This is an optimization exercise on Yosys and OpenROAD, whose aim is small area, not a production implementation.
The RTL was checked by simulation tests, not by an equivalence proof against the original design.
Power figures rest on the tool's default switching activity, not on a simulated workload. The flow treats the clock pin as an ideal source, which a real chip does not have.

==> flow/flow/run.sh <==
#!/bin/bash
# Own layout flow: the standard ORFS flow (standard.sh) with these changes
#  - synthesis: synth_recipe.tcl unchanged, but ABC maps the logic with an
#    area-recovering script (flow/synth_area.tcl, flow/abc_area.script);
#  - floorplan: the synthesis buffers are removed and every cell is set to
#    its smallest drive (flow/downsize.tcl); repair steps size up as needed;
#  - port buffers are sky130_fd_sc_hd__buf_1;
#  - clock tree: larger sink clusters, no dummy loads (flow/knobs.sh).
# Each ORFS step keeps its own log under orfs/logs/; make's output goes to
# flow_make.log here.
set -euo pipefail
here=$(pwd)
source "$here/flow/knobs.sh"
bash standard.sh \
  "SYNTH_SCRIPT=$here/flow/synth_area.tcl" \
  "FLOW_SYNTH_TCL=$here/synth_recipe.tcl" \
  "BUFFER_PORTS_ARGS=-buffer_cell sky130_fd_sc_hd__buf_1" \
  "REMOVE_ABC_BUFFERS=1" \
  "POST_FLOORPLAN_TCL=$here/flow/downsize.tcl" \
  "CTS_ARGS=$CTS_ARGS" \
  "${EXTRA[@]}" \
  finish > flow_make.log 2>&1
==> flow/flow/abc_area.script <==
&get -n
&st
&dch
&nf -R 1000
&put
==> flow/flow/downsize.tcl <==
# Swap every cell for the smallest-area cell of the same family (same name
# apart from the drive-strength suffix); the later repair steps size up
# whatever timing, slew or capacitance then needs.
set n 0
set saved 0.0
foreach inst [get_cells *] {
  set m [get_property $inst ref_name]
  if {![regexp {^(sky130_fd_sc_hd__[a-z0-9]+)_([0-9]+)$} $m -> base drv]} { continue }
  if {[regexp {tapvpwrvgnd|fill|decap|conb|diode} $base]} { continue }
  set cur [get_lib_cells */$m]
  set best $m
  set best_area [get_property $cur area]
  foreach lc [get_lib_cells */${base}_*] {
    set ln [get_property $lc name]
    if {![regexp "^${base}_\[0-9\]+\$" $ln]} { continue }
    set a [get_property $lc area]
    if {$a < $best_area - 1e-6} { set best $ln; set best_area $a }
  }
  if {$best ne $m} {
    set saved [expr {$saved + [get_property $cur area] - $best_area}]
    replace_cell $inst $best
    incr n
  }
}
puts "downsize: replaced $n cells, saved [format %.1f $saved] um2"
==> flow/flow/knobs.sh <==
CTS_ARGS="-sink_clustering_enable -repair_clock_nets -dont_use_dummy_load -sink_clustering_size 30 -sink_clustering_max_diameter 100"
EXTRA=("POST_GLOBAL_PLACE_TCL=$here/flow/downsize.tcl")
==> flow/flow/synth_area.tcl <==
# The standard synthesis (synth_recipe.tcl, sourced unchanged), except
# that the combinational mapping runs ABC with abc_area.script (beside this
# file) instead of ORFS's speed script. Registers are mapped before ABC and
# are not touched by it.
set my_abc_script [file join [file dirname [file normalize [info script]]] abc_area.script]
proc abc {args} {
  set i [lsearch -exact $args -script]
  if {$i >= 0} {
    lset args [expr {$i + 1}] $::my_abc_script
  }
  puts "abc with script $::my_abc_script"
  yosys abc {*}$args
}
source $::env(FLOW_SYNTH_TCL)
==> flow/standard.sh <==
#!/bin/bash
# synth_recipe.tcl (not shown) runs the flow's synth.tcl, then flattens the netlist and writes it again
# the make line also repeats each setting of config.mk as NAME=value (left out here)
make -C /OpenROAD-flow-scripts/flow DESIGN_CONFIG=/design/flow/config.mk WORK_HOME=/design/flow/orfs CLKGATE_MAP_FILE= SYNTH_SCRIPT=/design/flow/synth_recipe.tcl "${@:-finish}"
==> flow/config.mk <==
export PLATFORM = sky130hd
export DESIGN_NAME = mem_xlate_top
export DESIGN_NICKNAME = mem_xlate_top
export VERILOG_FILES = /design/flow/design.v
export SDC_FILE = /design/flow/constraint.sdc
export NUM_CORES = 4
export LEC_CHECK = 0
export CAP_MARGIN = 20
export CORE_MARGIN = 2
export CORE_UTILIZATION = 65
export SLEW_MARGIN = 20
==> flow/constraint.sdc <==
create_clock -name core_clock -period 5.5 [get_ports {clk}]
set_input_delay 1.1000 -clock core_clock [delete_from_list [all_inputs] [get_ports {clk}]]
set_output_delay 1.1000 -clock core_clock [all_outputs]
set_load 0.01 [all_outputs]
==> flow/design.v <==
`timescale 1ns/1ps
module tlb_lookup_stage #(
    parameter int TLB_ENTRIES = 8,
    localparam int IDX_W = $clog2(TLB_ENTRIES)
) (
    input  logic             clk,
    input  logic             rst,
    input  logic             tlb_we,
    input  logic [IDX_W-1:0] tlb_idx,
    input  logic [41:0]      tlb_wentry,    
    input  logic [19:0]      lk_vpn,
    output logic             lk_found,
    output logic             lk_v,
    output logic             lk_d,
    output logic [19:0]      lk_pfn
);
    logic [TLB_ENTRIES-1:0][19:0] vpn_q;
    logic [TLB_ENTRIES-1:0]       v_q;
    logic [TLB_ENTRIES-1:0][19:0] pfn_q;
    logic [TLB_ENTRIES-1:0]       d_q;
    logic [TLB_ENTRIES-1:0] wsel;
    logic [20:0]            wkey;
    assign wkey = {tlb_wentry[41:22], tlb_wentry[1]} & {21{~rst}};
    always_comb begin
        for (int i = 0; i < TLB_ENTRIES; i++) wsel[i] = tlb_we && (tlb_idx == IDX_W'(i));
    end
    always_ff @(posedge clk) begin
        for (int i = 0; i < TLB_ENTRIES; i++) begin
            if (wsel[i] || rst) begin
                vpn_q[i] <= wkey[20:1];
                v_q[i]   <= wkey[0];
            end
            if (wsel[i]) begin
                pfn_q[i] <= tlb_wentry[21:2];
                d_q[i]   <= tlb_wentry[0];
            end
        end
    end
    logic [TLB_ENTRIES-1:0] match;
    logic [TLB_ENTRIES-1:0] sel;
    always_comb begin
        for (int i = 0; i < TLB_ENTRIES; i++) match[i] = (vpn_q[i] == lk_vpn);
    end
    always_comb begin
        for (int i = 0; i < TLB_ENTRIES; i++) begin
            sel[i] = match[i];
            for (int j = 0; j < i; j++) sel[i] = sel[i] & ~match[j];
        end
    end
    always_comb begin
        lk_found = |match;
        lk_v     = 1'b0;
        lk_d     = 1'b0;
        lk_pfn   = '0;
        for (int i = 0; i < TLB_ENTRIES; i++) begin
            lk_v   = lk_v   | (sel[i] & v_q[i]);
            lk_d   = lk_d   | (sel[i] & d_q[i]);
            lk_pfn = lk_pfn | ({20{sel[i]}} & pfn_q[i]);
        end
    end
endmodule
`timescale 1ns/1ps
module access_check_stage (
    input  logic [3:0]  op,
    input  logic [31:0] va,
    input  logic        found,
    input  logic        v,
    input  logic        d,
    input  logic [19:0] pfn,
    input  logic [3:0]  wstrb,
    output logic        exc,
    output logic [4:0]  tag,
    output logic [31:0] addr
);
    logic unmapped, store, misaligned, miss_inv, mod;
    logic [2:0] code;
    assign unmapped = (va[31:30] == 2'b10);
    assign store    = (op >= 4'd5) && (op <= 4'd9);
    always_comb begin
        case (op)
            4'd4, 4'd7:       misaligned = (va[1:0] != 2'b00);
            4'd2, 4'd3, 4'd6: misaligned = va[0];
            default:          misaligned = 1'b0;
        endcase
    end
    assign miss_inv = !unmapped && (!found || !v);
    assign mod      = !unmapped && store && !d;
    assign exc      = misaligned | miss_inv | mod;
    always_comb begin
        if (misaligned)    code = store ? 3'd5 : 3'd4;
        else if (miss_inv) code = store ? 3'd3 : 3'd2;
        else               code = 3'd1;
    end
    assign tag[4]   = unmapped & va[29];
    assign tag[3:0] = exc ? {!misaligned && !unmapped && !found, code} : wstrb;
    assign addr[11:0]  = va[11:0];
    assign addr[28:12] = (exc || unmapped) ? va[28:12] : pfn[16:0];
    assign addr[31:29] = exc ? va[31:29] : (unmapped ? 3'b000 : pfn[19:17]);
endmodule
`timescale 1ns/1ps
module store_lane_stage (
    input  logic [3:0]  op,
    input  logic [1:0]  off,
    input  logic [31:0] rt,
    input  logic        exc,
    output logic [3:0]  wstrb,
    output logic [31:0] wdata
);
    logic sb, sh, sw, swl, swr;
    logic o0, o1, o2, o3;
    logic swl0, swl1, swl2, swl3, swr0, swr1, swr2, swr3;
    logic ok;
    logic [7:0] b0, b1, b2, b3;
    assign sb  = (op == 4'd5);
    assign sh  = (op == 4'd6);
    assign sw  = (op == 4'd7);
    assign swl = (op == 4'd8);
    assign swr = (op == 4'd9);
    assign o0  = (off == 2'd0);
    assign o1  = (off == 2'd1);
    assign o2  = (off == 2'd2);
    assign o3  = (off == 2'd3);
    assign swl0 = swl & o0;
    assign swl1 = swl & o1;
    assign swl2 = swl & o2;
    assign swl3 = swl & o3;
    assign swr0 = swr & o0;
    assign swr1 = swr & o1;
    assign swr2 = swr & o2;
    assign swr3 = swr & o3;
    assign ok   = ~exc;
    assign {b3, b2, b1, b0} = rt;
    logic s00, s03, s02, s01;
    logic s11, s10, s13, s12;
    logic s22, s20, s23, s21;
    logic s33, s30, s31, s32;
    assign s03 = ok & swl0;
    assign s02 = ok & swl1;
    assign s01 = ok & swl2;
    assign s00 = ~(ok & (swl0 | swl1 | swl2 | swr1));
    assign s10 = ok & (sb | swr1 | swr3);
    assign s13 = ok & (swl0 | swl1);
    assign s12 = ok & swl2;
    assign s11 = ~(ok & (sb | swr1 | swr3 | swl0 | swl1 | swl2));
    assign s20 = ok & (sb | sh | swr2 | swr3);
    assign s23 = ok & (swl0 | swl2);
    assign s21 = ok & swr1;
    assign s22 = ~(ok & (sb | sh | swr2 | swr3 | swl0 | swl2 | swr1));
    assign s30 = ok & (sb | swr3);
    assign s31 = ok & (sh | swr2);
    assign s32 = ok & swr1;
    assign s33 = ~(ok & (sb | swr3 | sh | swr2 | swr1 | swl2));
    assign wdata[7:0]   = ({8{s00}} & b0) | ({8{s01}} & b1) | ({8{s02}} & b2) | ({8{s03}} & b3);
    assign wdata[15:8]  = ({8{s10}} & b0) | ({8{s11}} & b1) | ({8{s12}} & b2) | ({8{s13}} & b3);
    assign wdata[23:16] = ({8{s20}} & b0) | ({8{s21}} & b1) | ({8{s22}} & b2) | ({8{s23}} & b3);
    assign wdata[31:24] = ({8{s30}} & b0) | ({8{s31}} & b1) | ({8{s32}} & b2) | ({8{s33}} & b3);
    assign wstrb[0] = (sb & o0) | (sh & ~off[1]) | sw | swl | swr0;
    assign wstrb[1] = (sb & o1) | (sh & ~off[1]) | sw | (swl & ~o0) | (swr & ~off[1]);
    assign wstrb[2] = (sb & o2) | (sh & off[1]) | sw | swl2 | swl3 | (swr & ~o3);
    assign wstrb[3] = (sb & o3) | (sh & off[1]) | sw | swl3 | swr;
endmodule
`timescale 1ns/1ps
module mem_xlate_top
#(
    parameter int TLB_ENTRIES = 8,
    localparam int IDX_W = $clog2(TLB_ENTRIES)
) (
    input  logic             clk,
    input  logic             rst,
    input  logic             flush,
    input  logic             req_valid,
    input  logic [3:0]       req_op,         
    input  logic [31:0]      req_vaddr,
    input  logic [31:0]      req_rt_data,
    input  logic             tlb_we,
    input  logic [IDX_W-1:0] tlb_idx,
    input  logic [41:0]      tlb_wentry,     
    output logic             out_valid,
    output logic [31:0]      out_paddr,
    output logic             out_uncached,
    output logic [3:0]       out_wstrb,
    output logic [31:0]      out_wdata,
    output logic             out_exc,
    output logic [4:0]       out_exc_code,
    output logic             out_refill,
    output logic [31:0]      out_badvaddr
);
    logic        lk_found, lk_v, lk_d;
    logic [19:0] lk_pfn;
    logic [3:0]  ln_wstrb;
    logic [31:0] ln_wdata;
    logic        n_exc;
    logic [4:0]  n_tag;
    logic [31:0] n_addr;
    logic [31:0] n_wdata;
    tlb_lookup_stage #(
        .TLB_ENTRIES(TLB_ENTRIES)
    ) u_lookup (
        .clk        (clk),
        .rst        (rst),
        .tlb_we     (tlb_we),
        .tlb_idx    (tlb_idx),
        .tlb_wentry (tlb_wentry),
        .lk_vpn     (req_vaddr[31:12]),
        .lk_found   (lk_found),
        .lk_v       (lk_v),
        .lk_d       (lk_d),
        .lk_pfn     (lk_pfn)
    );
    store_lane_stage u_lane (
        .op    (req_op),
        .off   (req_vaddr[1:0]),
        .rt    (req_rt_data),
        .exc   (n_exc),
        .wstrb (ln_wstrb),
        .wdata (ln_wdata)
    );
    access_check_stage u_check (
        .op    (req_op),
        .va    (req_vaddr),
        .found (lk_found),
        .v     (lk_v),
        .d     (lk_d),
        .pfn   (lk_pfn),
        .wstrb (ln_wstrb),
        .exc   (n_exc),
        .tag   (n_tag),
        .addr  (n_addr)
    );
    assign n_wdata = ln_wdata;
    logic [2:0]       p_valid;
    logic [2:0]       p_exc;
    logic [2:0][4:0]  p_tag;
    logic [2:0][31:0] p_addr;
    logic [2:0][31:0] p_wdata;
    always_ff @(posedge clk) begin
        if (rst) p_valid <= '0;
        else     p_valid <= {p_valid[1:0], req_valid} & {3{~flush}};
    end
    always_ff @(posedge clk) begin
        p_exc   <= {p_exc[1:0], n_exc};
        p_tag   <= {p_tag[1:0], n_tag};
        p_addr  <= {p_addr[1:0], ~n_addr};    
        p_wdata <= {p_wdata[1:0], n_wdata};
    end
    logic p_nexc;
    always_ff @(posedge clk) p_nexc <= ~p_exc[1];
    logic e;
    assign e = p_exc[2];
    assign out_valid    = p_valid[2];
    assign out_exc      = e;
    assign out_paddr    = ~(p_addr[2] | {32{e}});
    assign out_badvaddr = ~(p_addr[2] | {32{p_nexc}});
    assign out_wdata    = p_wdata[2];
    assign out_uncached = p_tag[2][4];
    assign out_wstrb    = e ? 4'b0000 : p_tag[2][3:0];
    assign out_exc_code = e ? {2'b00, p_tag[2][2:0]} : 5'd0;
    assign out_refill   = e & p_tag[2][3];
endmodule
==> metrics.yaml, run 1 <==
status:
  status: "timing/DRC/antenna clean"
clock_tree:
  numClockSinks: 550
  cts_made_buffers: 22
  clk_pin_slew_ns: 0.10
  cts_tree: "done"
  cts-resized-gates: 2
  cts_root_buffer: "clkbuf_16"
  clockBufferDepth: 3
  htree_levels: 1
  ctsHoldBuffers: 0
  post-cts-setup-buffers: 0
  insertion_delay_ns: 0.57
worst_setup_path:
  path_cells: "buf_1, buf_1, xor2_1, nor4_1, buf_1, nand4_1, nor4_1, a22oi_1, nand4_1, nor2_1, or3_1, buf_1, nor2b_1, or2_0, a222oi_1, nand2_1"
  critPathKind: "input pin to flip-flop"
  critPathBufInv: 4
  cpMostUsedCell: "buf_1"
  slowest_stage: "nor2b_1"
  critPathTopFamily: "simple AND/OR/NAND/NOR gates"
  required_ns: 5.97
  cpPeakStageDelay_ns: 0.58
  worstSetupStartpointType: "input pin"
  crit_path_end_kind: "flip-flop"
  cp.arrival_ns: 5.68
  crit_fanout: 10
global_routing:
  grt_pass1_vias: 10115
  antenna_found_initial: 0
  grtUsageMet1: 0.373
  met3_usage: 0.0330
  grt_usage: 0.260
  grt_most_used_layer: "met2"
  grt_remaining_overflow: 0
  grt_max_degree: 39
  use_met2: 0.429
  grt_pass1_wl_mm: 59.4
placement:
  place_hpwl_mm: 26.5
  port_buffers: 224
floorplan:
  die_y_um: 174
  design.die.area_sq_um: 30400
  fp.dieW_um: 174
  initial_core_util: 0.658
  fp-row-count: 62
  fp.coreArea_sq_um: 28600
  ios: 227
synthesis:
  ys_ff_latch: 550
  netlist_area_sq_um: 18800
  yosys_warnings: 3
  yosysUniqueCellTypes: 34
  yosysSeqAreaShare: 0.763
  syn_inst: 1234
  syn_avg_cell_area_sq_um: 15.3
layout:
  drive_gt1_frac: 0.0395
  fill_cells: 1935
  diodes: 0
  final_cell_mix: "336 x edfxtp_1, 262 x buf_1, 214 x dfxtp_1"
  final_nets: 1638
  area_delta_synth_final_pct: 10.5
  layout_commonest_cell: "edfxtp_1"
  post-route-util: 0.727
routing:
  wl_per_cell_um: 21.0
  vias: 11059
  drtPass1Iterations: 9
  first_iter_violations: 1401
  via_per_inst: 5.81
  drt_wl_total_mm: 40.0
  drtAntennaViolNets: 0
  drcViolationCount: 0
timing:
  slew_headroom: 0.267
  rsz0062_at_grt: "no"
  fmax_mhz: 192
  tightest_slew_ns: 1.10
  fin_skew_ns: 0.0512
  whs_ns: 0.295
  setup_viol: 0
  hold_viol_final: 0
  fin_setup_tns_ns: 0
  fin_crit_sh: 0.947
  layout_min_cycle_time_ns: 5.21
  finalMaxSlewViolations: 0
hold_path:
  hp-class: "flip-flop to flip-flop"
job:
  maxCapViolations: 0
power:
  p_total_uw: 7060
  power_density_nw_per_um2: 339
  ir_drop_mv: 0.334
  leakage_uw: 0.00710
-- area by class of cell --
type	instances	area (sq um)	share of cell area
multi-input combinational	637	4190	0.201
sequential	550	14400	0.690
tap	384	480	0.0231
timing repair buffer	295	1170	0.0562
inverter	14	52.6	0.00252
clock buffer	22	551	0.0264
-- stage by stage --
| stage | worst slack [ns] | cell area (sq um) | std cells |
|---|---|---|---|
| 6_report | 0.289 | 20800 | 1902 |
| 3_3_place_gp | 0.0203 | 20500 | 1879 |
| 3_5_place_dp | -0.665 | 20200 | 1880 |
| 4_1_cts | 0.0251 | 20800 | 1902 |
| 2_1_floorplan | -1.38 | 18600 | 1201 |
| 5_1_grt | 0.0221 | 20800 | 1902 |
-- sequential cells by signal, indices dropped and copies added (netlist names) --
name            flops
p_wdata            96
u_lookup.v_q        8
p_nexc              1
p_tag              15
p_valid             3
u_lookup.pfn_q    160
u_lookup.vpn_q    160
u_lookup.d_q        8
p_addr             96
p_exc               3
-- cells by family (layout without fill, tap and decap cells) --
family / after synthesis / count (layout) / synth area share
DFF: 550 / 550 / 0.763
other: 1 / 2 / 0.000199
buffers and inverters: 48 / 331 / 0.0163
AOI/OAI and AO/OA: 135 / 135 / 0.0602
xor gates and xnor gates: 160 / 160 / 0.0744
and+or+nand+nor: 340 / 340 / 0.0862
-- report_power, final --
| group | switching [uW] | internal (uW) | leakage (uW) |
|---|---|---|---|
| logic | 320 | 176 | 0.00187 |
| clock network | 1090 | 722 | 0.000271 |
| registers | 92.3 | 4650 | 0.00497 |
-- cell usage after synthesis (all sizes together) --
library cell,instances,area (sq um)
conb,1,3.75
o31a,1,8.76
xor2,92,806
edfxtp,336,10100
nand4,43,269
a211o,1,8.76
o21ai,23,115
clkinv,14,52.6
nand3,2,10.0
nand2b,4,25.0
o21bai,1,7.51
o221ai,1,8.76
a41o,1,10.0
a22o,17,149
a22oi,11,82.6
nor2b,30,188
o22ai,1,6.26
o31ai,1,7.51
nand2,105,394
and2,8,50.1
dfxtp,214,4280
or2,9,56.3
a21oi,3,15.0
a221oi,18,158
nor3,11,55.1
o32ai,2,17.5
buf,34,255
or3,2,12.5
or4b,1,10.0
xnor2,68,596
a222oi,54,541
nor2,92,345
nor4,32,200
or3b,1,8.76
-- final timing paths --
check | cells past startpoint | start | slack [ns] | to
worst max-delay path | 16 | req_vaddr[21] | 0.29 | p_wdata[20]$_DFF_P_
worst min register to register | 0 | p_addr[0]$_DFF_P_ | 0.30 | p_addr[32]$_DFF_P_
worst min-delay path | 0 | p_addr[0]$_DFF_P_ | 0.30 | p_addr[32]$_DFF_P_
worst max register to register | 16 | u_lookup.vpn_q[22]$_DFFE_PP_ | 0.89 | p_wdata[20]$_DFF_P_
-- layer usage --
metal | share of wire | vias to the layer above
li1 | - | 5121
met1 | 0.42 | 5338
met2 | 0.48 | 541
met3 | 0.080 | 59
met4 | 0.020 | 0
met5 | 0 | -
==> run 2: changes to the inputs <==
--- a/flow/config.mk
+++ b/flow/config.mk
@@ -9,3 +9,3 @@
 export CORE_MARGIN = 2
-export CORE_UTILIZATION = 65
+export CORE_UTILIZATION = 75
 export SLEW_MARGIN = 20
==> metrics.yaml, run 2 <==
timing:
  hold_viol_final: 0  # unchanged
  whs_ns: 0.335  # was 0.295 ns
  fin_crit_sh: 0.951  # was 0.947
  layout_min_cycle_time_ns: 5.23  # was 5.21 ns
  slew_headroom: 0.293  # was 0.267
  tightest_slew_ns: 1.05  # was 1.10 ns
  fin_skew_ns: 0.0420  # was 0.0512 ns
  finalMaxSlewViolations: 0  # unchanged
  rsz0062_at_grt: "no"  # unchanged
  fmax_mhz: 191  # was 192 MHz
  setup_viol: 0  # unchanged
  fin_setup_tns_ns: 0  # unchanged
layout:
  regArea_sq_um: 14400  # unchanged
  area_delta_synth_final_pct: 9.77  # was 10.5%
  diodes: 0  # unchanged
  drive_gt1_frac: 0.0412  # was 0.0395
  post-route-util: 0.831  # was 0.727
  final_cell_mix: "336 x edfxtp_1, 246 x buf_1, 214 x dfxtp_1"  # was 336 x edfxtp_1, 262 x buf_1, 214 x dfxtp_1
  multi_input_area_sq_um: 4190  # about the same
  postLayoutCellArea_sq_um: 20700  # was 20800 sq um
  final_cells: 1836  # was 1902
  fill_cells: 1302  # was 1935
  layout_commonest_cell: "edfxtp_1"  # unchanged
  reg.largest.list: "u_lookup.pfn_q: 160 flops, u_lookup.vpn_q: 160 flops"  # unchanged
  final_nets: 1626  # was 1638
clock_tree:
  clockBufferDepth: 3  # unchanged
  htree_levels: 1  # unchanged
  cts_tree: "done"  # unchanged
  cts_made_buffers: 22  # unchanged
  cts_root_buffer: "clkbuf_16"  # unchanged
  clk_pin_slew_ns: 0.10  # about the same
  insertion_delay_ns: 0.54  # was 0.57 ns
  ctsHoldBuffers: 0  # unchanged
  numClockSinks: 550  # unchanged
job:
  maxCapViolations: 0  # unchanged
placement:
  port_buffers: 224  # unchanged
  dp_cells: 1814  # was 1880
  place_hpwl_mm: 26.3  # was 26.5 mm
  placed_cell_area_sq_um: 20100  # was 20200 sq um
worst_setup_path:
  required_ns: 5.93  # was 5.97 ns
  crit_path_end_kind: "flip-flop"  # unchanged
  crit_fanout: 24  # was 10
  worstSetupStartpointType: "input pin"  # unchanged
  cp.arrival_ns: 5.66  # was 5.68 ns
  critPathKind: "input pin to flip-flop"  # unchanged
routing:
  drtAntennaViolNets: 0  # unchanged
  vias: 11248  # was 11059
  drt_wl_total_mm: 40.7  # was 40.0 mm
  drcViolationCount: 0  # unchanged
  wl_per_cell_um: 22.2  # was 21.0 um
  drtPass1Iterations: 7  # was 9
  first_iter_violations: 1459  # was 1401
  via_per_inst: 6.13  # was 5.81
global_routing:
  grt_usage: 0.308  # was 0.260
  antenna_found_initial: 0  # unchanged
  grt_pass1_wl_mm: 60.7  # was 59.4 mm
  grt_max_degree: 41  # was 39
  grt_remaining_overflow: 0  # unchanged
  grt_pass1_vias: 10830  # was 10115
hold_path:
  hp-class: "flip-flop to flip-flop"  # unchanged
synthesis:
  synth_commonest_cells: "336 x edfxtp_1, 214 x dfxtp_1, 105 x nand2_1"  # unchanged
  synth_top_area_cell: "edfxtp_1"  # unchanged
  synth_edf_count: 336  # unchanged
  synth_flop_cell: "edfxtp_1"  # unchanged
  netlist_area_sq_um: 18800  # unchanged
  syn_avg_cell_area_sq_um: 15.3  # unchanged
  yosysSeqAreaShare: 0.763  # unchanged
  yosys_warnings: 3  # unchanged
  synthArstFlopShare: 0  # unchanged
  synth_area_leaders: "edfxtp_1 54%, dfxtp_1 23%, xor2_1 4.3%"  # unchanged
  yosysTopAreaCellShare: 0.535  # unchanged
  syn_inst: 1234  # unchanged
  synth.most_common_cell: "edfxtp_1"  # unchanged
  ys_ff_latch: 550  # unchanged
  yosysUniqueCellTypes: 34  # unchanged
floorplan:
  fp.dieW_um: 163  # was 174 um
  ios: 227  # unchanged
  initial_core_util: 0.757  # was 0.658
  die_y_um: 163  # was 174 um
  design.die.area_sq_um: 26400  # was 30400 sq um
  fp.coreArea_sq_um: 24900  # was 28600 sq um
  fp-row-count: 58  # was 62
power:
  leakage_uw: 0.00709  # was 0.00710 uW
  ir_drop_mv: 0.328  # was 0.334 mV
  power_density_nw_per_um2: 342  # was 339 nW/um^2
status:
  status: "timing/DRC/antenna clean"  # unchanged
run 2: cell counts after synthesis:
No cell type changed its count.
run 2: area by class of cell:
class	count	share of cell area
Clock buffer	22	0.0266
Timing Repair Buffer	283	0.0537
Inverter	14	0.00254
Multi-Input combinational cell	637	0.202
Sequential cell	550	0.695
Tap cell	330	0.0200
run 2: timing repair:
action                                  4_1_cts  5_1_grt
pin swaps                                     0        0
endpoints found under the setup margin       12       35
buffers inserted                              0        0
resized for setup                            12        5
run 2: worst paths after layout:
check                                     from            endpoint  slack [ns]  depth (start not counted)
setup / recovery                 req_vaddr[27]  p_addr[27]$_DFF_P_        0.27                         17
hold / removal               p_addr[7]$_DFF_P_  p_addr[39]$_DFF_P_        0.33                          0
setup reg to reg  u_lookup.vpn_q[35]$_DFFE_PP_  p_addr[27]$_DFF_P_        0.93                         16
hold reg to reg              p_addr[7]$_DFF_P_  p_addr[39]$_DFF_P_        0.33                          0
run 2: metrics by stage:
stage / worst slack (ns) / power [uW]
floorplan: -1.38 / 5080
global placement: 0.115 / 5320
detailed placement: -1.49 / 5330
CTS: 0.0546 / 7090
global route: 0.0153 / 7280
finish: 0.269 / 7070
run 2: logic make-up (layout without fill, tap and decap cells):
logic type | count (synthesis) | count (layout) | share of synthesized area
flops | 550 | 550 | 0.763
simple gates | 340 | 340 | 0.0862
xor+xnor | 160 | 160 | 0.0744
compound gates | 135 | 135 | 0.0602
buf+inv | 48 | 319 | 0.0163
other cells | 1 | 2 | 0.000199
run 2: routing by layer:
metal / vias to the layer above / routed length, um / track usage / part of all wire
li1: 5101 / - / - / -
met1: 5434 / 15600 / 0.407 / 0.38
met2: 641 / 20600 / 0.538 / 0.51
met3: 72 / 3600 / 0.0466 / 0.088
met4: 0 / 954 / 0.0877 / 0.023
met5: - / 0 / 0 / 0
run 2: power breakdown:
group / switching (uW) / leakage, uW / total (uW) / internal [uW]
Sequential: 98.9 / 0.00497 / 4750 / 4650
Combinational: 324 / 0.00185 / 497 / 173
Clock: 1100 / 0.000271 / 1820 / 722
run 2: worst max-delay path, stage by stage:
cell and delay (ns):
buf_1 0.20, buf_1 0.38, xor2_1 0.18, nor4_1 0.08, nand4_1 0.14, o21ai_0 0.14
or3b_1 0.49, nor4_1 0.52, a22oi_1 0.18, nand4_1 0.16, nor2_1 0.06, or3_1 0.52
buf_1 0.33, nor2_4 0.37, clkbuf_4 0.41, nand4_1 0.20, o21ai_0 0.19
==> run 3: changes to the inputs <==
--- a/flow/config.mk
+++ b/flow/config.mk
@@ -7,5 +7,5 @@
 export LEC_CHECK = 0
-export CAP_MARGIN = 20
+export CAP_MARGIN = 5
 export CORE_MARGIN = 2
 export CORE_UTILIZATION = 75
-export SLEW_MARGIN = 20
+export SLEW_MARGIN = 5
==> metrics.yaml, run 3 <==
timing:
  slew_headroom: 0.0426  # was 0.293
  fmax_mhz: 189  # was 191 MHz
  tightest_slew_ns: 1.44  # was 1.05 ns
  setup_viol: 0  # unchanged
  layout_min_cycle_time_ns: 5.28  # was 5.23 ns
  setup_ws_ns: 0.217  # was 0.269 ns
  fin_skew_ns: 0.0412  # was 0.0420 ns
  finalMaxSlewViolations: 0  # unchanged
  whs_ns: 0.332  # was 0.335 ns
  fin_setup_tns_ns: 0  # unchanged
  rsz0062_at_grt: "no"  # unchanged
  fin_crit_sh: 0.960  # was 0.951
  hold_viol_final: 0  # unchanged
hold_path:
  hp-class: "flip-flop to flip-flop"  # unchanged
power:
  power_density_nw_per_um2: 342  # about the same
  ir_drop_mv: 0.308  # was 0.328 mV
  leakage_uw: 0.00708  # was 0.00709 uW
routing:
  drtAntennaViolNets: 0  # unchanged
  vias: 11345  # was 11248
  first_iter_violations: 1534  # was 1459
  drtPass1Iterations: 9  # was 7
  wl_per_cell_um: 22.3  # was 22.2 um
  drcViolationCount: 0  # unchanged
  drt_wl_total_mm: 41.0  # was 40.7 mm
  via_per_inst: 6.17  # was 6.13
synthesis:
  synth_edf_count: 336  # unchanged
  ys_ff_latch: 550  # unchanged
  yosysTopAreaCellShare: 0.535  # unchanged
  yosys_warnings: 3  # unchanged
  synth_flop_cell: "edfxtp_1"  # unchanged
  synth_top_area_cell: "edfxtp_1"  # unchanged
  syn_inst: 1234  # unchanged
  netlist_area_sq_um: 18800  # unchanged
  synth_commonest_cells: "336 x edfxtp_1, 214 x dfxtp_1, 105 x nand2_1"  # unchanged
  synthArstFlopShare: 0  # unchanged
  synth_area_leaders: "edfxtp_1 54%, dfxtp_1 23%, xor2_1 4.3%"  # unchanged
  synth.most_common_cell: "edfxtp_1"  # unchanged
  yosysUniqueCellTypes: 34  # unchanged
  syn_avg_cell_area_sq_um: 15.3  # unchanged
  yosysSeqAreaShare: 0.763  # unchanged
placement:
  place_hpwl_mm: 26.5  # was 26.3 mm
  pre_cts_slack_ns: -1.48  # was -1.49 ns
  port_buffers: 224  # unchanged
clock_tree:
  ctsHoldBuffers: 0  # unchanged
  post-cts-setup-buffers: 0  # unchanged
  cts_tree: "done"  # unchanged
  clockBufferDepth: 3  # unchanged
  clk_pin_slew_ns: 0.12  # was 0.10 ns
  cts_root_buffer: "clkbuf_16"  # unchanged
  cts-resized-gates: 14  # was 12
  insertion_delay_ns: 0.54  # about the same
  numClockSinks: 550  # unchanged
  cts_made_buffers: 22  # unchanged
  htree_levels: 1  # unchanged
status:
  status: "timing/DRC/antenna clean"  # unchanged
worst_setup_path:
  worstSetupStartpointType: "input pin"  # unchanged
  crit_fanout: 24  # unchanged
  slowest_stage: "nor4_1"  # unchanged
  cpPeakStageDelay_ns: 0.53  # was 0.52 ns
  path_cells: "buf_1, buf_1, xor2_1, nor4_1, nand4_1, o21ai_0, or3b_1, nor4_1, a22oi_1, nand4_1, nor2_1, or3_1, buf_1, nor2_4, clkbuf_4, nand4_1, o21ai_0"  # unchanged
  cp.arrival_ns: 5.71  # was 5.66 ns
  required_ns: 5.93  # about the same
  rrSetupSlack_ns: 0.89  # was 0.93 ns
  critPathKind: "input pin to flip-flop"  # unchanged
  crit_path_end_kind: "flip-flop"  # unchanged
floorplan:
  initial_core_util: 0.757  # unchanged
  die_y_um: 163  # unchanged
  fp.coreArea_sq_um: 24900  # unchanged
  fp-row-count: 58  # unchanged
  design.die.area_sq_um: 26400  # unchanged
  fp.dieW_um: 163  # unchanged
  ios: 227  # unchanged
global_routing:
  grt_pass1_vias: 10937  # was 10830
  grt_pass1_wl_mm: 60.7  # about the same
  grt_max_degree: 41  # unchanged
  grt_usage: 0.307  # was 0.308
  grt_remaining_overflow: 0  # unchanged
  antenna_found_initial: 0  # unchanged
layout:
  layout_commonest_cell: "edfxtp_1"  # unchanged
  fill_cells: 1310  # was 1302
  final_nets: 1629  # was 1626
  area_delta_synth_final_pct: 9.95  # was 9.77%
  reg.largest.list: "u_lookup.pfn_q: 160 flops, u_lookup.vpn_q: 160 flops"  # unchanged
  drive_gt1_frac: 0.0364  # was 0.0412
  diodes: 0  # unchanged
  final_cell_mix: "336 x edfxtp_1, 256 x buf_1, 214 x dfxtp_1"  # was 336 x edfxtp_1, 246 x buf_1, 214 x dfxtp_1
job:
  maxCapViolations: 0  # unchanged
## run 3: path summary, 6_finish.rpt
kind,cells past startpoint,end,start
worst max-delay path,17,p_addr[27]$_DFF_P_,req_vaddr[27]
worst min-delay path,0,p_tag[7]$_DFF_P_,p_tag[2]$_DFF_P_
worst max register to register,15,p_addr[27]$_DFF_P_,u_lookup.vpn_q[12]$_DFFE_PP_
worst min register to register,0,p_tag[7]$_DFF_P_,p_tag[2]$_DFF_P_
## run 3: per-layer routing
| layer | GRT usage | vias up | part of all wire |
|---|---|---|---|
| met5 | 0 | - | 0 |
| met4 | 0.101 | 0 | 0.030 |
| met3 | 0.0379 | 92 | 0.085 |
| met2 | 0.533 | 674 | 0.50 |
| met1 | 0.412 | 5462 | 0.39 |
| li1 | - | 5117 | - |
## run 3: cell type report
class | count | area, sq um | area share
clock buffers | 22 | 551 | 0.0266
inverters | 14 | 52.6 | 0.00254
multi-input cells | 637 | 4190 | 0.202
flip-flops and latches | 550 | 14400 | 0.694
well taps | 330 | 413 | 0.0199
repair buffers | 286 | 1140 | 0.0552
## run 3: where the power goes
| group | internal, uW | leakage [uW] | switching, uW |
|---|---|---|---|
| registers | 4650 | 0.00497 | 98.8 |
| clock network | 722 | 0.000271 | 1110 |
| logic | 174 | 0.00184 | 327 |
## run 3: cell families after synthesis
| family | synth area share |
|---|---|
| other | 0.000199 |
| AO/OA/AOI/OAI | 0.0602 |
| buffers and inverters | 0.0163 |
| XOR/XNOR | 0.0744 |
| flip-flops | 0.763 |
| AND/OR/NAND/NOR | 0.0862 |
## run 3: critical path, delay by kind of cell
kind,cells,cell delay (ns)
xor gates and xnor gates,1,0.18
and+or+nand+nor,9,2.53
AOI/OAI and AO/OA,3,0.52
buffers and inverters,4,1.33
## run 3: stage by stage
step	instances	utilization	total power, uW	cell area [sq um]
floorplan	1201	-	5080	18600
global placement	1814	0.818	5320	20400
detailed placement	1815	0.807	5340	20100
CTS	1837	0.830	7100	20700
global route	1839	0.832	7280	20700
finish	1839	0.832	7080	20700
==> run 4: changes to the inputs <==
==> flow/flow/knobs.sh (replaced) <==
CTS_ARGS="-sink_clustering_enable -repair_clock_nets -dont_use_dummy_load -sink_clustering_size 40 -sink_clustering_max_diameter 60"
EXTRA=("POST_GLOBAL_PLACE_TCL=$here/flow/downsize.tcl")
--- a/flow/config.mk
+++ b/flow/config.mk
@@ -7,5 +7,5 @@
 export LEC_CHECK = 0
-export CAP_MARGIN = 5
+export CAP_MARGIN = 20
 export CORE_MARGIN = 2
 export CORE_UTILIZATION = 75
-export SLEW_MARGIN = 5
+export SLEW_MARGIN = 20
==> metrics.yaml, run 4 <==
power:
  p_total_uw: 7370  # was 7080 uW
  intPower_uw: 5790  # was 5550 uW
  combPwrFrac: 0.068  # was 0.071
  switching_share: 0.215  # was 0.216
  leakage_uw: 0.00720  # was 0.00708 uW
  power_density_nw_per_um2: 353  # was 342 nW/um^2
  power_frac_clock: 0.288  # was 0.258
  switchingPower_uw: 1580  # was 1530 uW
  seq_power_share: 0.645  # was 0.671
  ir_drop_mv: 0.331  # was 0.308 mV
routing:
  via_per_inst: 6.23  # was 6.17
  wl_per_cell_um: 22.4  # was 22.3 um
  drtAntennaViolNets: 0  # unchanged
  first_iter_violations: 1500  # was 1534
  vias: 11483  # was 11345
  drcViolationCount: 0  # unchanged
  drtPass1Iterations: 10  # was 9
  drt_wl_total_mm: 41.2  # was 41.0 mm
synthesis:
  synth_top_area_cell: "edfxtp_1"  # unchanged
  yosys.area_share.simple: 0.0862  # unchanged
  synth_compound_area_frac: 0.0602  # unchanged
  yosysTopAreaCellShare: 0.535  # unchanged
  yosys_warnings: 3  # unchanged
  synth_area_leaders: "edfxtp_1 54%, dfxtp_1 23%, xor2_1 4.3%"  # unchanged
  synth_commonest_cells: "336 x edfxtp_1, 214 x dfxtp_1, 105 x nand2_1"  # unchanged
  yosysSeqAreaShare: 0.763  # unchanged
  synth-xor-area-share: 0.0744  # unchanged
  yosysUniqueCellTypes: 34  # unchanged
  yosys.area_share.adder: 0  # unchanged
  ys_ff_latch: 550  # unchanged
  synth_edf_count: 336  # unchanged
  syn_inst: 1234  # unchanged
  syn_avg_cell_area_sq_um: 15.3  # unchanged
  netlist_area_sq_um: 18800  # unchanged
  synth.most_common_cell: "edfxtp_1"  # unchanged
  synth_flop_cell: "edfxtp_1"  # unchanged
  synth_top_family_by_area: "simple AND/OR/NAND/NOR gates"  # unchanged
  synthArstFlopShare: 0  # unchanged
  synthMuxAreaShare: 0  # unchanged
worst_setup_path:
  cp.arrival_ns: 5.68  # was 5.71 ns
  required_ns: 5.96  # was 5.93 ns
  crit_fanout: 24  # unchanged
  path_depth: 15  # was 17
  worstSetupStartpointType: "input pin"  # unchanged
  crit_path_end_kind: "flip-flop"  # unchanged
  critPathTopFamily: "simple AND/OR/NAND/NOR gates"  # unchanged
  reg2reg_depth: 16  # was 15
  path_cells: "buf_1, buf_1, xor2_1, nor4_1, nand4_1, nor4_1, a22oi_1, nand4_1, nor2_1, or3_1, buf_1, nor2_4, buf_2, nand4_1, o21ai_0"  # was buf_1, buf_1, xor2_1, nor4_1, nand4_1, o21ai_0, or3b_1, nor4_1, a22oi_1, nand4_1, nor2_1, or3_1, buf_1, nor2_4, clkbuf_4, nand4_1, o21ai_0
  critPathBufInv: 4  # unchanged
  critPathKind: "input pin to flip-flop"  # unchanged
  cpPeakStageDelay_ns: 0.51  # was 0.53 ns
  slowest_stage: "nor4_1"  # unchanged
clock_tree:
  numClockSinks: 550  # unchanged
  post-cts-setup-buffers: 0  # unchanged
  cts_tree: "done"  # unchanged
  htree_levels: 1  # unchanged
  clockBufferDepth: 3  # unchanged
  ctsHoldBuffers: 0  # unchanged
  cts_root_buffer: "clkbuf_16"  # unchanged
  clk_pin_slew_ns: 0.12  # about the same
  insertion_delay_ns: 0.61  # was 0.54 ns
  cts_made_buffers: 30  # was 22
layout:
  diodes: 0  # unchanged
  final_nets: 1634  # was 1629
  reg.largest.list: "u_lookup.pfn_q: 160 flops, u_lookup.vpn_q: 160 flops"  # unchanged
  area_delta_synth_final_pct: 10.8  # was 9.95%
  drive_gt1_frac: 0.0469  # was 0.0364
  multi_input_area_sq_um: 4190  # unchanged
  regArea_sq_um: 14400  # unchanged
  final_cells: 1844  # was 1839
  layout_commonest_cell: "edfxtp_1"  # unchanged
  final_cell_mix: "336 x edfxtp_1, 245 x buf_1, 214 x dfxtp_1"  # was 336 x edfxtp_1, 256 x buf_1, 214 x dfxtp_1
  fill_cells: 1271  # was 1310
timing:
  hold_viol_final: 0  # unchanged
  setup_ws_ns: 0.287  # was 0.217 ns
  fin_skew_ns: 0.0871  # was 0.0412 ns
  fin_setup_tns_ns: 0  # unchanged
  fin_crit_sh: 0.948  # was 0.960
  finalMaxSlewViolations: 0  # unchanged
  setup_viol: 0  # unchanged
  tightest_slew_ns: 1.03  # was 1.44 ns
  slew_headroom: 0.310  # was 0.0426
  layout_min_cycle_time_ns: 5.21  # was 5.28 ns
  fmax_mhz: 192  # was 189 MHz
  rsz0062_at_grt: "no"  # unchanged
floorplan:
  die_y_um: 163  # unchanged
  fp.coreArea_sq_um: 24900  # unchanged
  initial_core_util: 0.757  # unchanged
  fp-row-count: 58  # unchanged
  fp.dieW_um: 163  # unchanged
  design.die.area_sq_um: 26400  # unchanged
  ios: 227  # unchanged
placement:
  port_buffers: 224  # unchanged
  dp_cells: 1814  # was 1815
  pre_cts_slack_ns: -1.49  # was -1.48 ns
  place_hpwl_mm: 26.3  # was 26.5 mm
status:
  status: "timing/DRC/antenna clean"  # unchanged
global_routing:
  grt_usage: 0.311  # was 0.307
  grt_remaining_overflow: 0  # unchanged
  grt_pass1_vias: 11038  # was 10937
  grt_max_degree: 41  # unchanged
  antenna_found_initial: 1  # was 0
  grt_pass1_wl_mm: 61.5  # was 60.7 mm
hold_path:
  hp-class: "flip-flop to flip-flop"  # unchanged
  whs_path_depth: 0  # unchanged
job:
  maxCapViolations: 0  # unchanged
## run 4: cell counts after synthesis
No cell type changed its count.
## run 4: area by class of cell
type | instances | area share
well taps | 330 | 0.0198
flip-flops and latches | 550 | 0.688
clock buffers | 30 | 0.0359
inverters | 14 | 0.00252
repair buffers | 283 | 0.0531
multi-input cells | 637 | 0.200
## run 4: per-layer routing
metal	part of all wire	vias up	global-route usage
met5	0.00032	-	0
met4	0.026	2	0.0933
met3	0.10	92	0.0461
met2	0.50	789	0.546
met1	0.37	5486	0.408
li1	-	5114	-
## run 4: cells by family (layout without fill, tap and decap cells)
kind of cell / after synthesis / after routing
and+or+nand+nor: 340 / 340
DFF: 550 / 550
other: 1 / 2
buffers and inverters: 48 / 327
AOI/OAI and AO/OA: 135 / 135
xor gates and xnor gates: 160 / 160
## run 4: timing repair
| item | in CTS | in global routing |
|---|---|---|
| cloned | 0 | 0 |
| endpoints found under the setup margin | 12 | 30 |
| gates resized for setup | 12 | 5 |
## run 4: path summary, 6_finish.rpt
kind | from | end | slack [ns]
worst max-delay path | req_vaddr[16] | p_addr[27]$_DFF_P_ | 0.29
worst min-delay path | p_wdata[53]$_DFF_P_ | p_wdata[85]$_DFF_P_ | 0.26
worst max register to register | u_lookup.vpn_q[34]$_DFFE_PP_ | p_addr[27]$_DFF_P_ | 0.89
worst min register to register | p_wdata[53]$_DFF_P_ | p_wdata[85]$_DFF_P_ | 0.26
## run 4: stage by stage
stage                      util  area (sq um)  hold WS (ns)
after floorplan               -         18600         0.310
after global placement    0.818         20400         0.310
after detailed placement  0.808         20100         0.312
after CTS                 0.839         20900         0.266
after global routing      0.839         20900         0.264
final                     0.839         20900         0.262
## run 4: power groups by stage
| stage | clock network [uW] | logic, uW | registers (uW) |
|---|---|---|---|
| after floorplan | 0 | 255 | 4830 |
| after global placement | 0 | 489 | 4830 |
| after detailed placement | 0 | 489 | 4850 |
| after CTS | 2130 | 498 | 4760 |
| after global routing | 2260 | 544 | 4780 |
| final | 2120 | 499 | 4760 |
==> run 5: changes to the inputs <==
==> flow/flow/knobs.sh (replaced) <==
CTS_ARGS="-sink_clustering_enable -repair_clock_nets -dont_use_dummy_load -sink_clustering_size 25 -sink_clustering_max_diameter 70 -buf_list {sky130_fd_sc_hd__clkbuf_8 sky130_fd_sc_hd__clkbuf_16}"
EXTRA=("POST_GLOBAL_PLACE_TCL=$here/flow/downsize.tcl")
==> metrics.yaml, run 5 <==
clock_tree:
  clockBufferDepth: 3  # unchanged
  ctsHoldBuffers: 0  # unchanged
  numClockSinks: 550  # unchanged
  clk_pin_slew_ns: 0.09  # was 0.12 ns
  cts_made_buffers: 26  # was 30
  htree_levels: 1  # unchanged
  post-cts-setup-buffers: 0  # unchanged
  cts-resized-gates: 12  # unchanged
  insertion_delay_ns: 0.55  # was 0.61 ns
  cts_root_buffer: "clkbuf_16"  # unchanged
  cts_tree: "done"  # unchanged
power:
  switching_share: 0.215  # about the same
  seq_power_share: 0.658  # was 0.645
  intPower_uw: 5670  # was 5790 uW
  switchingPower_uw: 1550  # was 1580 uW
  power_density_nw_per_um2: 347  # was 353 nW/um^2
  ir_drop_mv: 0.318  # was 0.331 mV
  combPwrFrac: 0.069  # was 0.068
  leakage_uw: 0.00714  # was 0.00720 uW
  power_frac_clock: 0.273  # was 0.288
layout:
  drive_gt1_frac: 0.0437  # was 0.0469
  final_nets: 1630  # was 1634
  layout_commonest_cell: "edfxtp_1"  # unchanged
  final_cells: 1841  # was 1844
  reg.largest.list: "u_lookup.pfn_q: 160 flops, u_lookup.vpn_q: 160 flops"  # unchanged
  post-route-util: 0.835  # was 0.839
  final_cell_mix: "336 x edfxtp_1, 246 x buf_1, 214 x dfxtp_1"  # was 336 x edfxtp_1, 245 x buf_1, 214 x dfxtp_1
  area_delta_synth_final_pct: 10.3  # was 10.8%
synthesis:
  synth.most_common_cell: "edfxtp_1"  # unchanged
  netlist_area_sq_um: 18800  # unchanged
  ys_ff_latch: 550  # unchanged
  syn_inst: 1234  # unchanged
  synth_edf_count: 336  # unchanged
  synth_top_area_cell: "edfxtp_1"  # unchanged
  syn_avg_cell_area_sq_um: 15.3  # unchanged
  synth_area_leaders: "edfxtp_1 54%, dfxtp_1 23%, xor2_1 4.3%"  # unchanged
  synth_commonest_cells: "336 x edfxtp_1, 214 x dfxtp_1, 105 x nand2_1"  # unchanged
  yosysSeqAreaShare: 0.763  # unchanged
  yosys_warnings: 3  # unchanged
  yosysTopAreaCellShare: 0.535  # unchanged
  yosysUniqueCellTypes: 34  # unchanged
  synth_flop_cell: "edfxtp_1"  # unchanged
  synthArstFlopShare: 0  # unchanged
worst_setup_path:
  worstSetupStartpointType: "input pin"  # unchanged
  crit_path_end_kind: "flip-flop"  # unchanged
  required_ns: 5.92  # was 5.96 ns
  critPathBufInv: 4  # unchanged
  r2r_start: "u_lookup.vpn_q[80]$_DFFE_PP_"  # was u_lookup.vpn_q[34]$_DFFE_PP_
  critPathKind: "input pin to flip-flop"  # unchanged
  path_cells: "buf_1, buf_1, xor2_1, nor4_1, nand4_1, o21ai_0, or3b_1, nor4_1, a22oi_1, nand4_1, nor2_1, or3_1, buf_1, nor2_4, clkbuf_4, nand4_1, o21ai_0"  # was buf_1, buf_1, xor2_1, nor4_1, nand4_1, nor4_1, a22oi_1, nand4_1, nor2_1, or3_1, buf_1, nor2_4, buf_2, nand4_1, o21ai_0
  r2r-end: "p_wdata[27]$_DFF_P_"  # was p_addr[27]$_DFF_P_
  rrSetupSlack_ns: 0.83  # was 0.89 ns
  slowest_stage: "or3_1"  # was nor4_1
  reg2reg_depth: 15  # was 16
  critPathTopFamily: "simple AND/OR/NAND/NOR gates"  # unchanged
  cpPeakStageDelay_ns: 0.52  # was 0.51 ns
  cp.arrival_ns: 5.67  # was 5.68 ns
  crit_fanout: 24  # unchanged
routing:
  drtAntennaViolNets: 0  # unchanged
  drt_wl_total_mm: 41.1  # was 41.2 mm
  drcViolationCount: 0  # unchanged
  first_iter_violations: 1334  # was 1500
  drtPass1Iterations: 9  # was 10
  vias: 11413  # was 11483
  wl_per_cell_um: 22.3  # was 22.4 um
  via_per_inst: 6.20  # was 6.23
placement:
  place_hpwl_mm: 26.3  # unchanged
  port_buffers: 224  # unchanged
  dp_cells: 1814  # unchanged
job:
  maxCapViolations: 0  # unchanged
timing:
  setup_viol: 0  # unchanged
  hold_viol_final: 0  # unchanged
  tightest_slew_ns: 1.04  # was 1.03 ns
  slew_headroom: 0.299  # was 0.310
  fin_crit_sh: 0.954  # was 0.948
  finalMaxSlewViolations: 0  # unchanged
  layout_min_cycle_time_ns: 5.25  # was 5.21 ns
  fin_skew_ns: 0.0327  # was 0.0871 ns
  fmax_mhz: 191  # was 192 MHz
hold_path:
  hold_path_startpoint: "p_addr[57]$_DFF_P_"  # was p_wdata[53]$_DFF_P_
  hp-class: "flip-flop to flip-flop"  # unchanged
  min_to: "p_addr[89]$_DFF_P_"  # was p_wdata[85]$_DFF_P_
  whs_path_depth: 0  # unchanged
floorplan:
  ios: 227  # unchanged
  fp.dieW_um: 163  # unchanged
  design.die.area_sq_um: 26400  # unchanged
  initial_core_util: 0.757  # unchanged
  fp.coreArea_sq_um: 24900  # unchanged
  fp-row-count: 58  # unchanged
  die_y_um: 163  # unchanged
global_routing:
  grt_pass1_wl_mm: 61.2  # was 61.5 mm
  grt_remaining_overflow: 0  # unchanged
  grt_max_degree: 41  # unchanged
  grt_usage: 0.310  # was 0.311
  grt_pass1_vias: 10808  # was 11038
  antenna_found_initial: 0  # was 1
status:
  status: "timing/DRC/antenna clean"  # unchanged
## run 5: cell families after synthesis
kind of cell	Yosys count	share of synthesized area
flip-flops	550	0.763
other	1	0.000199
XOR/XNOR	160	0.0744
AO/OA/AOI/OAI	135	0.0602
AND/OR/NAND/NOR	340	0.0862
buffers and inverters	48	0.0163
## run 5: worst max-delay path by stage
stage	slack (ns)	to	startpoint	cells past startpoint
after floorplan	-1.38	p_wdata[24]$_DFF_P_	req_vaddr[14]	15
after global placement	0.12	p_addr[27]$_DFF_P_	req_vaddr[27]	17
after detailed placement	-1.49	p_addr[27]$_DFF_P_	req_vaddr[13]	18
after CTS	0.05	p_addr[27]$_DFF_P_	req_vaddr[27]	17
after global routing	-0.01	p_addr[27]$_DFF_P_	req_vaddr[27]	17
final	0.25	p_addr[27]$_DFF_P_	req_vaddr[27]	17
## run 5: layout make-up
type                       count  area (sq um)
sequential                   550         14400
multi-input combinational    637          4190
fill                        1298          4100
timing repair buffer         283          1110
clock buffer                  26           651
tap                          330           413
inverter                      14          52.6
antenna                        1          2.50
## run 5: per-layer routing
metal | vias to the layer above | track usage | wire length [um]
met4 | 0 | 0.0805 | 1070
li1 | 5115 | - | -
met2 | 721 | 0.546 | 20800
met5 | - | 0 | 0
met1 | 5496 | 0.411 | 15200
met3 | 81 | 0.0456 | 4020
## run 5: metrics by stage
stage	setup WS, ns	area [sq um]	TNS (ns)	hold slack [ns]	total power, uW
2_1_floorplan	-1.38	18600	-48.09	0.310	5080
3_3_place_gp	0.115	20400	0	0.310	5320
3_5_place_dp	-1.49	20100	-27.51	0.312	5330
4_1_cts	0.0492	20800	0	0.318	7240
5_1_grt	-0.0132	20800	-0.0132	0.323	7430
6_report	0.255	20800	0	0.317	7220
## run 5: power by group through the flow
stage	clock [uW]	sequential, uW	combinational [uW]
after CTS	1990	4750	497
after floorplan	0	4830	255
after detailed placement	0	4850	489
final	1970	4750	499
after global placement	0	4830	489
after global routing	2110	4780	545
==> run 6: changes to the inputs <==
==> flow/flow/knobs.sh (replaced) <==
CTS_ARGS="-sink_clustering_enable -repair_clock_nets -dont_use_dummy_load -sink_clustering_size 35 -sink_clustering_max_diameter 90"
EXTRA=("POST_GLOBAL_PLACE_TCL=$here/flow/downsize.tcl")
--- a/flow/config.mk
+++ b/flow/config.mk
@@ -9,3 +9,3 @@
 export CORE_MARGIN = 2
-export CORE_UTILIZATION = 75
+export CORE_UTILIZATION = 65
 export SLEW_MARGIN = 20
==> metrics.yaml, run 6 <==
status:
  status: "timing/DRC/antenna clean"  # unchanged
floorplan:
  design.die.area_sq_um: 30400  # was 26400 sq um
  initial_core_util: 0.658  # was 0.757
  fp.coreArea_sq_um: 28600  # was 24900 sq um
  fp.dieW_um: 174  # was 163 um
  die_y_um: 174  # was 163 um
  fp-row-count: 62  # was 58
  ios: 227  # unchanged
power:
  ir_drop_mv: 0.356  # was 0.318 mV
  switching_share: 0.215  # about the same
  seq_power_share: 0.683  # was 0.658
  power_frac_clock: 0.246  # was 0.273
  power_density_nw_per_um2: 335  # was 347 nW/um^2
  leakage_uw: 0.00707  # was 0.00714 uW
  intPower_uw: 5460  # was 5670 uW
  switchingPower_uw: 1490  # was 1550 uW
  combPwrFrac: 0.071  # was 0.069
placement:
  port_buffers: 224  # unchanged
  dp_cells: 1880  # was 1814
  place_hpwl_mm: 26.5  # was 26.3 mm
routing:
  wl_per_cell_um: 21.1  # was 22.3 um
  via_per_inst: 5.82  # was 6.20
  first_iter_violations: 1342  # was 1334
  drtPass1Iterations: 9  # unchanged
  drt_wl_total_mm: 40.0  # was 41.1 mm
  drtAntennaViolNets: 0  # unchanged
  drcViolationCount: 0  # unchanged
  vias: 11048  # was 11413
synthesis:
  yosysUniqueCellTypes: 34  # unchanged
  synth_commonest_cells: "336 x edfxtp_1, 214 x dfxtp_1, 105 x nand2_1"  # unchanged
  yosysTopAreaCellShare: 0.535  # unchanged
  syn_inst: 1234  # unchanged
  yosys_warnings: 3  # unchanged
  synthArstFlopShare: 0  # unchanged
  netlist_area_sq_um: 18800  # unchanged
  synth.most_common_cell: "edfxtp_1"  # unchanged
  ys_ff_latch: 550  # unchanged
  synth_edf_count: 336  # unchanged
  synth_area_leaders: "edfxtp_1 54%, dfxtp_1 23%, xor2_1 4.3%"  # unchanged
  yosysSeqAreaShare: 0.763  # unchanged
  synth_flop_cell: "edfxtp_1"  # unchanged
  synth_top_area_cell: "edfxtp_1"  # unchanged
  syn_avg_cell_area_sq_um: 15.3  # unchanged
clock_tree:
  clockBufferDepth: 3  # unchanged
  htree_levels: 1  # unchanged
  clk_pin_slew_ns: 0.12  # was 0.09 ns
  post-cts-setup-buffers: 0  # unchanged
  cts_made_buffers: 19  # was 26
  cts_tree: "done"  # unchanged
  insertion_delay_ns: 0.54  # was 0.55 ns
  numClockSinks: 550  # unchanged
  cts_root_buffer: "clkbuf_16"  # unchanged
layout:
  drive_gt1_frac: 0.0383  # was 0.0437
  final_cell_mix: "336 x edfxtp_1, 261 x buf_1, 214 x dfxtp_1"  # was 336 x edfxtp_1, 246 x buf_1, 214 x dfxtp_1
  final_cells: 1899  # was 1841
  multi_input_area_sq_um: 4190  # about the same
  post-route-util: 0.725  # was 0.835
  regArea_sq_um: 14400  # unchanged
  layout_commonest_cell: "edfxtp_1"  # unchanged
  fill_cells: 1937  # was 1298
  area_delta_synth_final_pct: 10.1  # was 10.3%
  reg.largest.list: "u_lookup.pfn_q: 160 flops, u_lookup.vpn_q: 160 flops"  # unchanged
  diodes: 0  # was 1
  final_nets: 1635  # was 1630
worst_setup_path:
  cp.arrival_ns: 5.67  # about the same
  worstSetupStartpointType: "input pin"  # unchanged
  crit_fanout: 10  # was 24
  required_ns: 5.93  # was 5.92 ns
  critPathKind: "input pin to flip-flop"  # unchanged
  crit_path_end_kind: "flip-flop"  # unchanged
timing:
  setup_viol: 0  # unchanged
  hold_viol_final: 0  # unchanged
  fin_setup_tns_ns: 0  # unchanged
  fin_skew_ns: 0.0336  # was 0.0327 ns
  fmax_mhz: 191  # about the same
  finalMaxSlewViolations: 0  # unchanged
  slew_headroom: 0.280  # was 0.299
  rsz0062_at_grt: "no"
  fin_crit_sh: 0.952  # was 0.954
  tightest_slew_ns: 1.08  # was 1.04 ns
  layout_min_cycle_time_ns: 5.23  # was 5.25 ns
global_routing:
  grt_pass1_wl_mm: 59.4  # was 61.2 mm
  grt_pass1_vias: 10166  # was 10808
  antenna_found_initial: 0  # unchanged
  grt_remaining_overflow: 0  # unchanged
  grt_usage: 0.259  # was 0.310
  grt_max_degree: 39  # was 41
hold_path:
  hp-class: "flip-flop to flip-flop"  # unchanged
job:
  maxCapViolations: 0  # unchanged
-- run 6: cell counts after synthesis --
Identical to the previous run, type by type.
-- run 6: what timing repair did --
action | 4_1_cts | 5_1_grt
hold buffers | 0 | 0
endpoints found under the setup margin | 8 | 31
resized for setup | 3 | 11
-- run 6: final cells by class --
type                    count  share of cell area
flip-flops and latches    550               0.693
clock buffers              19              0.0229
repair buffers            295              0.0565
well taps                 384              0.0232
multi-input cells         637               0.202
inverters                  14             0.00253
-- run 6: worst paths after layout --
check | startpoint | to | slack, ns | depth (start not counted)
max | req_vaddr[22] | p_wdata[12]$_DFF_P_ | 0.27 | 18
max reg2reg | u_lookup.vpn_q[21]$_DFFE_PP_ | p_wdata[12]$_DFF_P_ | 0.78 | 18
min | p_addr[27]$_DFF_P_ | p_addr[59]$_DFF_P_ | 0.32 | 0
min reg2reg | p_addr[27]$_DFF_P_ | p_addr[59]$_DFF_P_ | 0.32 | 0
-- run 6: power groups by stage --
stage | Combinational, uW | Clock, uW | Sequential [uW]
5_1_grt | 544 | 1870 | 4770
2_1_floorplan | 255 | 0 | 4830
3_5_place_dp | 493 | 0 | 4840
6_report | 495 | 1710 | 4750
3_3_place_gp | 500 | 0 | 4830
4_1_cts | 496 | 1740 | 4750
-- run 6: metrics by stage --
| step | total power [uW] | worst slack, ns | cell area (sq um) | hold slack, ns |
|---|---|---|---|---|
| floorplan | 5080 | -1.38 | 18600 | 0.310 |
| global placement | 5330 | 0.0203 | 20500 | 0.310 |
| detailed placement | 5340 | -0.665 | 20200 | 0.312 |
| CTS | 6990 | 0.104 | 20700 | 0.323 |
| global route | 7190 | 0.0299 | 20700 | 0.329 |
| finish | 6960 | 0.267 | 20700 | 0.318 |
-- run 6: cell families after synthesis --
kind of cell           after synthesis  share of synthesized area
AO/OA/AOI/OAI                      135                     0.0602
XOR/XNOR                           160                     0.0744
buffers and inverters               48                     0.0163
flip-flops                         550                      0.763
other                                1                   0.000199
AND/OR/NAND/NOR                    340                     0.0862
-- run 6: critical path, stage by stage --
cell and delay, ns:
buf_1 0.26, buf_1 0.47, xor2_1 0.13, nor4_1 0.36, buf_1 0.16, nand4_1 0.19
nor4_1 0.48, a22oi_1 0.16, nand4_1 0.16, nor2_1 0.06, or3_1 0.44, buf_1 0.24
a21oi_1 0.17, buf_1 0.44, nor3_1 0.08, buf_1 0.26, a222oi_1 0.38, nand2_1 0.11
-- run 6: routing by layer --
layer,track usage,part of all wire,wire [um],up-vias
li1,-,-,-,5117
met1,0.371,0.42,16700,5361
met2,0.435,0.49,19500,525
met3,0.0273,0.075,3000,45
met4,0.0613,0.020,818,0
met5,0,0,0,-
==> run 7: changes to the inputs <==
--- a/flow/config.mk
+++ b/flow/config.mk
@@ -9,3 +9,3 @@
 export CORE_MARGIN = 2
-export CORE_UTILIZATION = 65
+export CORE_UTILIZATION = 70
 export SLEW_MARGIN = 20
==> metrics.yaml, run 7 <==
status:
  status: "timing/DRC/antenna clean"  # unchanged
power:
  p_total_uw: 6950  # was 6960 uW
  ir_drop_mv: 0.304  # was 0.356 mV
  leakage_uw: 0.00705  # was 0.00707 uW
  power_frac_clock: 0.247  # was 0.246
  intPower_uw: 5460  # about the same
  combPwrFrac: 0.071  # about the same
  seq_power_share: 0.683  # about the same
  switchingPower_uw: 1490  # about the same
  switching_share: 0.215  # about the same
  power_density_nw_per_um2: 337  # was 335 nW/um^2
synthesis:
  syn_avg_cell_area_sq_um: 15.3  # unchanged
  synth_area_leaders: "edfxtp_1 54%, dfxtp_1 23%, xor2_1 4.3%"  # unchanged
  yosysSeqAreaShare: 0.763  # unchanged
  netlist_area_sq_um: 18800  # unchanged
  synth_top_area_cell: "edfxtp_1"  # unchanged
  yosysUniqueCellTypes: 34  # unchanged
  synth_top_family_by_area: "simple AND/OR/NAND/NOR gates"  # unchanged
  synth_commonest_cells: "336 x edfxtp_1, 214 x dfxtp_1, 105 x nand2_1"  # unchanged
  yosys_warnings: 3  # unchanged
  synth_compound_area_frac: 0.0602  # unchanged
  synthArstFlopShare: 0  # unchanged
  synth_flop_cell: "edfxtp_1"  # unchanged
  yosys.area_share.simple: 0.0862  # unchanged
  synthMuxAreaShare: 0  # unchanged
  synth-xor-area-share: 0.0744  # unchanged
  synth.most_common_cell: "edfxtp_1"  # unchanged
  synth_edf_count: 336  # unchanged
  syn_inst: 1234  # unchanged
  yosysTopAreaCellShare: 0.535  # unchanged
  yosys.area_share.adder: 0  # unchanged
  ys_ff_latch: 550  # unchanged
timing:
  finalMaxSlewViolations: 0  # unchanged
  rsz0062_at_grt: "no"  # unchanged
  fmax_mhz: 188  # was 191 MHz
  slew_headroom: 0.253  # was 0.280
  layout_min_cycle_time_ns: 5.32  # was 5.23 ns
  setup_ws_ns: 0.184  # was 0.267 ns
  hold_viol_final: 0  # unchanged
  setup_viol: 0  # unchanged
  fin_skew_ns: 0.0472  # was 0.0336 ns
  tightest_slew_ns: 1.11  # was 1.08 ns
  fin_crit_sh: 0.967  # was 0.952
layout:
  diodes: 0  # unchanged
  drive_gt1_frac: 0.0332  # was 0.0383
  reg.largest.list: "u_lookup.pfn_q: 160 flops, u_lookup.vpn_q: 160 flops"  # unchanged
  postLayoutCellArea_sq_um: 20600  # was 20700 sq um
  final_cell_mix: "336 x edfxtp_1, 254 x buf_1, 214 x dfxtp_1"  # was 336 x edfxtp_1, 261 x buf_1, 214 x dfxtp_1
  area_delta_synth_final_pct: 9.48  # was 10.1%
  final_nets: 1625  # was 1635
  layout_commonest_cell: "edfxtp_1"  # unchanged
  final_cells: 1846  # was 1899
  post-route-util: 0.772  # was 0.725
worst_setup_path:
  crit_fanout: 12  # was 10
  cpMostUsedCell: "buf_1"  # unchanged
  slowest_stage: "nor3_1"  # was nor4_1
  cpPeakStageDelay_ns: 0.95  # was 0.48 ns
  critPathKind: "input pin to flip-flop"  # unchanged
  cp.arrival_ns: 5.81  # was 5.67 ns
  reg2reg_depth: 14  # was 18
  r2r_start: "u_lookup.vpn_q[1]$_DFFE_PP_"  # was u_lookup.vpn_q[21]$_DFFE_PP_
  worstSetupStartpointType: "input pin"  # unchanged
  r2r-end: "p_wdata[5]$_DFF_P_"  # was p_wdata[12]$_DFF_P_
  path_cells: "buf_1, buf_1, xor2_1, nor4_1, buf_1, nand4_1, nor4_1, a22oi_1, nand4_1, nor2_1, or3_1, buf_1, nor3_1, a222oi_1, nand2_1"  # was buf_1, buf_1, xor2_1, nor4_1, buf_1, nand4_1, nor4_1, a22oi_1, nand4_1, nor2_1, or3_1, buf_1, a21oi_1, buf_1, nor3_1, buf_1, a222oi_1, nand2_1
  rrSetupSlack_ns: 0.89  # was 0.78 ns
  required_ns: 5.99  # was 5.93 ns
  crit_path_end_kind: "flip-flop"  # unchanged
global_routing:
  antenna_found_initial: 0  # unchanged
  grt_pass1_wl_mm: 58.0  # was 59.4 mm
  grt_pass1_vias: 10396  # was 10166
  grt_max_degree: 39  # unchanged
  grt_remaining_overflow: 0  # unchanged
  grt_usage: 0.269  # was 0.259
clock_tree:
  clk_pin_slew_ns: 0.11  # was 0.12 ns
  insertion_delay_ns: 0.55  # was 0.54 ns
  numClockSinks: 550  # unchanged
  ctsHoldBuffers: 0  # unchanged
  htree_levels: 1  # unchanged
  cts_tree: "done"  # unchanged
  cts_made_buffers: 19  # unchanged
  clockBufferDepth: 3  # unchanged
  cts_root_buffer: "clkbuf_16"  # unchanged
floorplan:
  die_y_um: 168  # was 174 um
  ios: 227  # unchanged
  fp-row-count: 60  # was 62
  fp.dieW_um: 168  # was 174 um
  design.die.area_sq_um: 28300  # was 30400 sq um
  initial_core_util: 0.705  # was 0.658
  fp.coreArea_sq_um: 26700  # was 28600 sq um
hold_path:
  min_to: "p_addr[57]$_DFF_P_"  # was p_addr[59]$_DFF_P_
  hp-class: "flip-flop to flip-flop"  # unchanged
  whs_path_depth: 0  # unchanged
  hold_path_startpoint: "p_addr[25]$_DFF_P_"  # was p_addr[27]$_DFF_P_
job:
  maxCapViolations: 0  # unchanged
placement:
  placed_cell_area_sq_um: 20100  # was 20200 sq um
  port_buffers: 224  # unchanged
  place_hpwl_mm: 25.9  # was 26.5 mm
  dp_cells: 1827  # was 1880
  pre_cts_slack_ns: -0.563  # was -0.665 ns
routing:
  via_per_inst: 5.97  # was 5.82
  wl_per_cell_um: 20.9  # was 21.1 um
  drt_wl_total_mm: 38.6  # was 40.0 mm
  first_iter_violations: 1321  # was 1342
  vias: 11026  # was 11048
  drtAntennaViolNets: 0  # unchanged
  drcViolationCount: 0  # unchanged
  drtPass1Iterations: 9  # unchanged
## run 7: cell count changes in the layout (fill, tap and decap cells not counted), sizes merged
cell    change
buf         -4
clkbuf      -6
## run 7: power groups by stage
| stage | clock network, uW | logic [uW] | registers [uW] |
|---|---|---|---|
| detailed placement | 0 | 489 | 4840 |
| floorplan | 0 | 255 | 4830 |
| CTS | 1720 | 493 | 4750 |
| global placement | 0 | 491 | 4830 |
| finish | 1720 | 491 | 4750 |
| global route | 1860 | 540 | 4770 |
## run 7: kinds of logic (layout without fill, tap and decap cells)
logic type	after synthesis	count (layout)
DFF	550	550
and+or+nand+nor	340	340
buffers and inverters	48	318
xor gates and xnor gates	160	160
other	1	2
AOI/OAI and AO/OA	135	135
## run 7: layout make-up
cell class,instances,area [sq um]
clock buffers,19,475
fillers,1636,6090
inverters,14,52.6
multi-input cells,637,4170
flip-flops and latches,550,14400
well taps,341,427
repair buffers,285,1140
## run 7: metrics by stage
| step | hold slack, ns | TNS [ns] |
|---|---|---|
| global placement | 0.310 | 0 |
| detailed placement | 0.312 | -16.44 |
| global route | 0.321 | 0 |
| CTS | 0.311 | 0 |
| finish | 0.315 | 0 |
| floorplan | 0.310 | -48.09 |
## run 7: repair_timing
item	CTS	global route
gates resized for setup	0	4
setup endpoints to repair	0	43
buffers inserted	0	0
## run 7: worst max-delay path by stage
stage,start,end,slack [ns],cells after the start
2_1_floorplan,req_vaddr[14],p_wdata[24]$_DFF_P_,-1.38,15
3_3_place_gp,req_vaddr[17],p_wdata[7]$_DFF_P_,0.35,15
3_5_place_dp,req_vaddr[23],p_wdata[13]$_DFF_P_,-0.56,16
4_1_cts,req_vaddr[23],p_wdata[13]$_DFF_P_,0.006,16
5_1_grt,req_vaddr[26],p_addr[24]$_DFF_P_,0.007,14
6_report,req_vaddr[12],p_wdata[5]$_DFF_P_,0.18,15
## run 7: worst max-delay path, delay by kind of cell
family,cells,cell delay [ns]
buf+inv,4,1.21
xor+xnor,1,0.13
simple gates,8,2.93
compound gates,2,0.44
## run 7: routing by layer
metal,track usage,vias to the layer above,part of all wire
met5,0,-,0
met2,0.464,525,0.49
li1,-,5098,-
met3,0.0301,56,0.075
met1,0.381,5347,0.41
met4,0.0555,0,0.018
